What follows belongs to an exercise in optimizing a design on an open flow for small area, a short achievable clock period and few clock cycles per item; a production flow would make more cautious choices. No functional check of the RTL was part of any run shown here.

==> flow/design.v (outline; a module is shown in full before it is edited, if it fits) <==
// module barometer_pressure_compensation_unit: 1288 lines
module barometer_pressure_compensation_unit (
    input  wire logic        clk,
    input  wire logic        rst_n,
    input  wire logic        s_tvalid,
    output logic             s_tready,
    input  wire logic [23:0] s_tdata,
    output logic             m_tvalid,
    input  wire logic        m_tready,
    output logic [23:0]      m_tdata,
    output logic [0:0]       m_tuser,
    input  wire logic        cfg_we,
    input  wire logic [bpc_pkg::CFG_ADDR_BITS-1:0] cfg_addr,
    input  wire logic [bpc_pkg::COEF_BITS-1:0]     cfg_wdata
);
  // ...
==> flow/run.sh <==
#!/bin/bash
# synth_recipe.tcl (not shown) runs the flow's synth.tcl, then flattens the netlist and writes it again
# the make line also repeats each setting of config.mk as NAME=value (left out here)
make -C /OpenROAD-flow-scripts/flow DESIGN_CONFIG=/design/flow/config.mk WORK_HOME=/design/flow/orfs CLKGATE_MAP_FILE= SYNTH_SCRIPT=/design/flow/synth_recipe.tcl finish
==> flow/config.mk <==
export PLATFORM = sky130hd
export DESIGN_NAME = barometer_pressure_compensation_unit
export DESIGN_NICKNAME = barometer_pressure_compensation_unit
export VERILOG_FILES = /design/flow/design.v
export SDC_FILE = /design/flow/constraint.sdc
export NUM_CORES = 4
export LEC_CHECK = 0
export CAP_MARGIN = 20
export CORE_MARGIN = 2
export CORE_UTILIZATION = 40
export SETUP_SLACK_MARGIN = 2.0
export SLEW_MARGIN = 20
==> flow/constraint.sdc <==
create_clock -name core_clock -period 7.5 [get_ports {clk}]
set_input_delay 1.5000 -clock core_clock [delete_from_list [all_inputs] [get_ports {clk}]]
set_output_delay 1.5000 -clock core_clock [all_outputs]
set_load 0.01 [all_outputs]
==> summary.txt, run 1 <==
status complete, no violations; FFs w/ async S/R, synth 23.7%; cell with the most instances after synthesis inv_1; global routing usage on met1 22.0%; met1 WL 29.4 mm; DP HPWL 52.6 mm; Worst R2R Setup Slack 1130 ps; post-cts sizing count 90; EDFF count, synth 213; Crit Path Class flop to flop; Compound-Gate Fraction of Synth Area 5.03%; # nets final 3810; Synth Area in Adders 42.4%; Signal buf overhead 5.52%; overall via count from detail_route 19892; Diodes inserted 0; Fin. Hold Viols 0; critical path endpoint k4_reg[2]$_DFFE_PP_; die width 284 microns; met2 Use GR 33.9%; placed instance area 0.0332 sq mm; Die Ht 284 microns; maximum clock insertion buffer count 3; unrepaired setup endpoints after global routing yes; DRC errors left 0; Worst Reg-to-Reg Cells 28; Overflow after GRT 0; Design Area, Final 0.0362 sq mm; CTS sink count 279; remaining antenna violation count 0; share of layout cells above drive strength 1 14.1%
==> inputs of run 2 (changes only) <==
--- a/flow/config.mk
+++ b/flow/config.mk
@@ -8,5 +8,4 @@
 export CAP_MARGIN = 20
 export CORE_MARGIN = 2
 export CORE_UTILIZATION = 40
-export SETUP_SLACK_MARGIN = 2.0
 export SLEW_MARGIN = 20
==> summary.txt, run 2 <==
clock-pin slew on the worst setup and hold paths 60 ps (about the same); fin cells 3973 (was 4090); Synth Register Bits 279 (unchanged); Fin. Hold Viols 0 (unchanged); Placed Cells incl. Taps 3907 (was 3903); Crit Path Class flop to flop (unchanged); Worst Clk Skew 35.6 ps (was 21.3 ps); Worst R2R Setup Slack 560 ps (was 1130 ps); Worst Reg-to-Reg Cells 29 (was 28); Slew Limit Headroom 28.9% (was 35.7%); Die Area 0.0805 sq mm (unchanged); worst reg2reg endpoint k4_reg[2]$_DFFE_PP_ (unchanged); hold slack 414 ps (was 412 ps); number of global-route vias before repair 21539 (was 22298); reg2reg start ra3_reg[11]$_DFFE_PP_ (was rb3_reg[11]$_DFFE_PP_); EDFF count, synth 213 (unchanged); crit path max fanout 5 (unchanged); most frequent cells in the layout inv_1, fa_1, and2_1, edfxtp_1, ha_1 (unchanged); setup TNS 0 ps (unchanged); Cell Rows 102 (unchanged); overall via count from detail_route 19219 (was 19892); largest cells by area after synthesis fa_1, edfxtp_1, and2_1, ha_1, inv_1 (unchanged); # nets final 3691 (was 3810); die width 284 microns (unchanged); post-CTS setup buffer count 0 (was 87); area of the core 0.0775 sq mm (unchanged); CTS tree built (unchanged); Routability Congestion 0.876 (was 0.867); WP data arrival 7230 ps (was 6680 ps); CP max-delay cell or4b_2 (was or4_4); critical path endpoint k4_reg[2]$_DFFE_PP_ (unchanged); IO Port Bufs 69 (unchanged); wire per inst 16.7 microns (was 17.7 microns); Post-Synthesis Cells 2874 (unchanged); latest clock arrival within the worst-skew pair 570 ps (was 560 ps); Yosys top cell area share 34.2% (unchanged); placed instance area 0.0331 sq mm (was 0.0332 sq mm); CP endpoint kind flop (unchanged); 1st-iter DRT viols 723 (was 815); syn_area_per_cell 10.9 sq um (unchanged); commonest non-fill, non-tap cell in the layout inv_1 (unchanged); Design Area, Final 0.0342 sq mm (was 0.0362 sq mm); MaxCap Viol Count 0 (unchanged); Critical Path Start ra3_reg[11]$_DFFE_PP_ (was rb3_reg[11]$_DFFE_PP_); drt first pass iters 5 (unchanged); Top Layer Used met4 (unchanged); top cells by count, synth inv_1, fa_1, and2_1 (unchanged); cell with the most instances after synthesis inv_1 (unchanged); FFs w/ async S/R, synth 23.7% (unchanged); most frequent CP cell ha_1; maximum clock insertion buffer count 3 (unchanged); unrepaired setup endpoints after global routing no (was yes); GRT Resource Usage Total 17.1% (was 18.4%); Worst Path Required 7790 ps (was 7810 ps); area leader, netlist fa_1 (unchanged); met3 wire len 2.34 mm (was 2.15 mm); Hold Path Class flop to flop (unchanged); via-per-instance ratio 4.84 (was 4.86); Worst Setup Slack, final 557 ps (was 1130 ps); met1 WL 28.4 mm (was 29.4 mm); Syn-to-layout area delta 9.37% (was 15.6%); CTS sink count 279 (unchanged); share of layout cells above drive strength 1 5.39% (was 14.1%); met2 WL 34.0 mm (was 38.0 mm); remaining antenna violation count 0 (unchanged); worst slew pin tran 1070 ps (was 962 ps); Yosys warnings 1 (unchanged); io pins 74 (unchanged); H-tree Lvls 2 (unchanged); Root Driver clkbuf_16 (unchanged); status complete, no violations (unchanged); CP peak stage delay 630 ps (was 430 ps); Diodes inserted 0 (unchanged); fin crit period 6940 ps (was 6370 ps); Synth Flop Type edfxtp_1 (unchanged); crit share post-route 92.6% (was 85.0%); DRT Wirelength 66.5 mm (was 72.4 mm); Max Slew Vio Count 0 (unchanged); largest net degree at the start of global routing 168 (unchanged); DP HPWL 52.3 mm (was 52.6 mm); Placement Setup Slack 199 ps (was 693 ps); Post-Synthesis Cell Area 0.0313 sq mm (unchanged); fmax 144 MHz (was 157 MHz); sequential share of the synthesized area 25.7% (unchanged); DRC errors left 0 (unchanged); Final setup viols 0 (unchanged); first-pass GRT wire length 112 mm (was 119 mm); Unique masters post-synth 68 (unchanged); Mapped Nets 3660 (unchanged); Critical Path Start Type flop (unchanged); Overflow after GRT 0 (unchanged); Die Ht 284 microns (unchanged); antenna violations before repair 0 (unchanged); max reg flops 44 (unchanged); initial core utilization 40.4% (unchanged); total CTS buffers 36 (was 34)
[run 2: cell families after synthesis]
family	after synthesis	share of synthesized area, %
and+or+nand+nor	775	13.9
adders and majority gates	739	42.4
buffers and inverters	694	8.35
DFF	279	25.7
AOI/OAI and AO/OA	238	5.03
xor gates and xnor gates	95	2.66
muxes	54	1.94
[run 2: stage by stage]
step                      utilization (%)
after floorplan                         -
after global placement               42.7
after detailed placement             42.7
after CTS                            44.1
after global routing                 44.2
final                                44.2
[run 2: repair_timing]
item,4_1_cts,5_1_grt
resized for setup,0,6
endpoints found under the setup margin,0,3
hold buffers,0,0
[run 2: worst min path at each step]
stage | start | to | slack, ps | cells after the start
2_1_floorplan | p1_reg[0]$_DFFE_PP_ | p2_reg[0]$_DFFE_PP_ | 400 | 0
3_3_place_gp | p1_reg[8]$_DFFE_PP_ | p2_reg[8]$_DFFE_PP_ | 410 | 0
3_5_place_dp | p1_reg[8]$_DFFE_PP_ | p2_reg[8]$_DFFE_PP_ | 410 | 0
4_1_cts | temp3_reg[3]$_DFFE_PP_ | temp4_reg[3]$_DFFE_PP_ | 420 | 0
5_1_grt | temp2_reg[6]$_DFFE_PP_ | temp3_reg[6]$_DFFE_PP_ | 420 | 0
6_report | temp2_reg[4]$_DFFE_PP_ | temp3_reg[4]$_DFFE_PP_ | 410 | 0
[run 2: per-layer routing]
layer	vias up	track usage, %
met3	105	2.10
met4	0	4.81
met5	-	0
met2	340	30.9
li1	8949	-
met1	9825	21.5
[run 2: worst max-delay path: cells and delay by family, from the launching register on]
family / cells / cell delay, ps
fa+ha+maj: 4 / 1020
flops: 1 / 380
simple gates: 9 / 2300
compound gates: 14 / 2700
xor+xnor: 2 / 260
[run 2: area by class of cell]
type,instances,area [sq um]
fillers,7337,43200
multi-input cells,1901,20700
flip-flops and latches,279,8050
inverters,600,2250
well taps,1040,1300
clock buffers,42,955
repair buffers,87,833
clock inverters,24,165

-- re-timing with driven ports --
No port has a modelled driver above. Below, the same layouts with a new extraction and two added sets of constraints. Step 1 sets driving cells, clkbuf_16 on the clock port and buf_2 on the other inputs (assumed; they add their load-dependent delay and slew). Step 2 also shifts input and output timing later by t, the mid clock arrival at the registers, as if the neighbouring blocks saw the same clock. a / b / c = ideal ports / drivers / drivers and shift; a / b = the first two.
run	t (ns)	setup slack, ns	hold WS [ns]	worst setup path at the end	slew at the worst register clock pin (ns)
run 1	0.611	1.127 / 1.127 / 1.127	0.412 / 0.412 / 0.412	register to register	0.06 / 0.06
run 2	0.622	0.557 / 0.557 / 0.557	0.414 / 0.414 / 0.414	register to register	0.06 / 0.06
After both steps setup and hold are still met in every run listed.
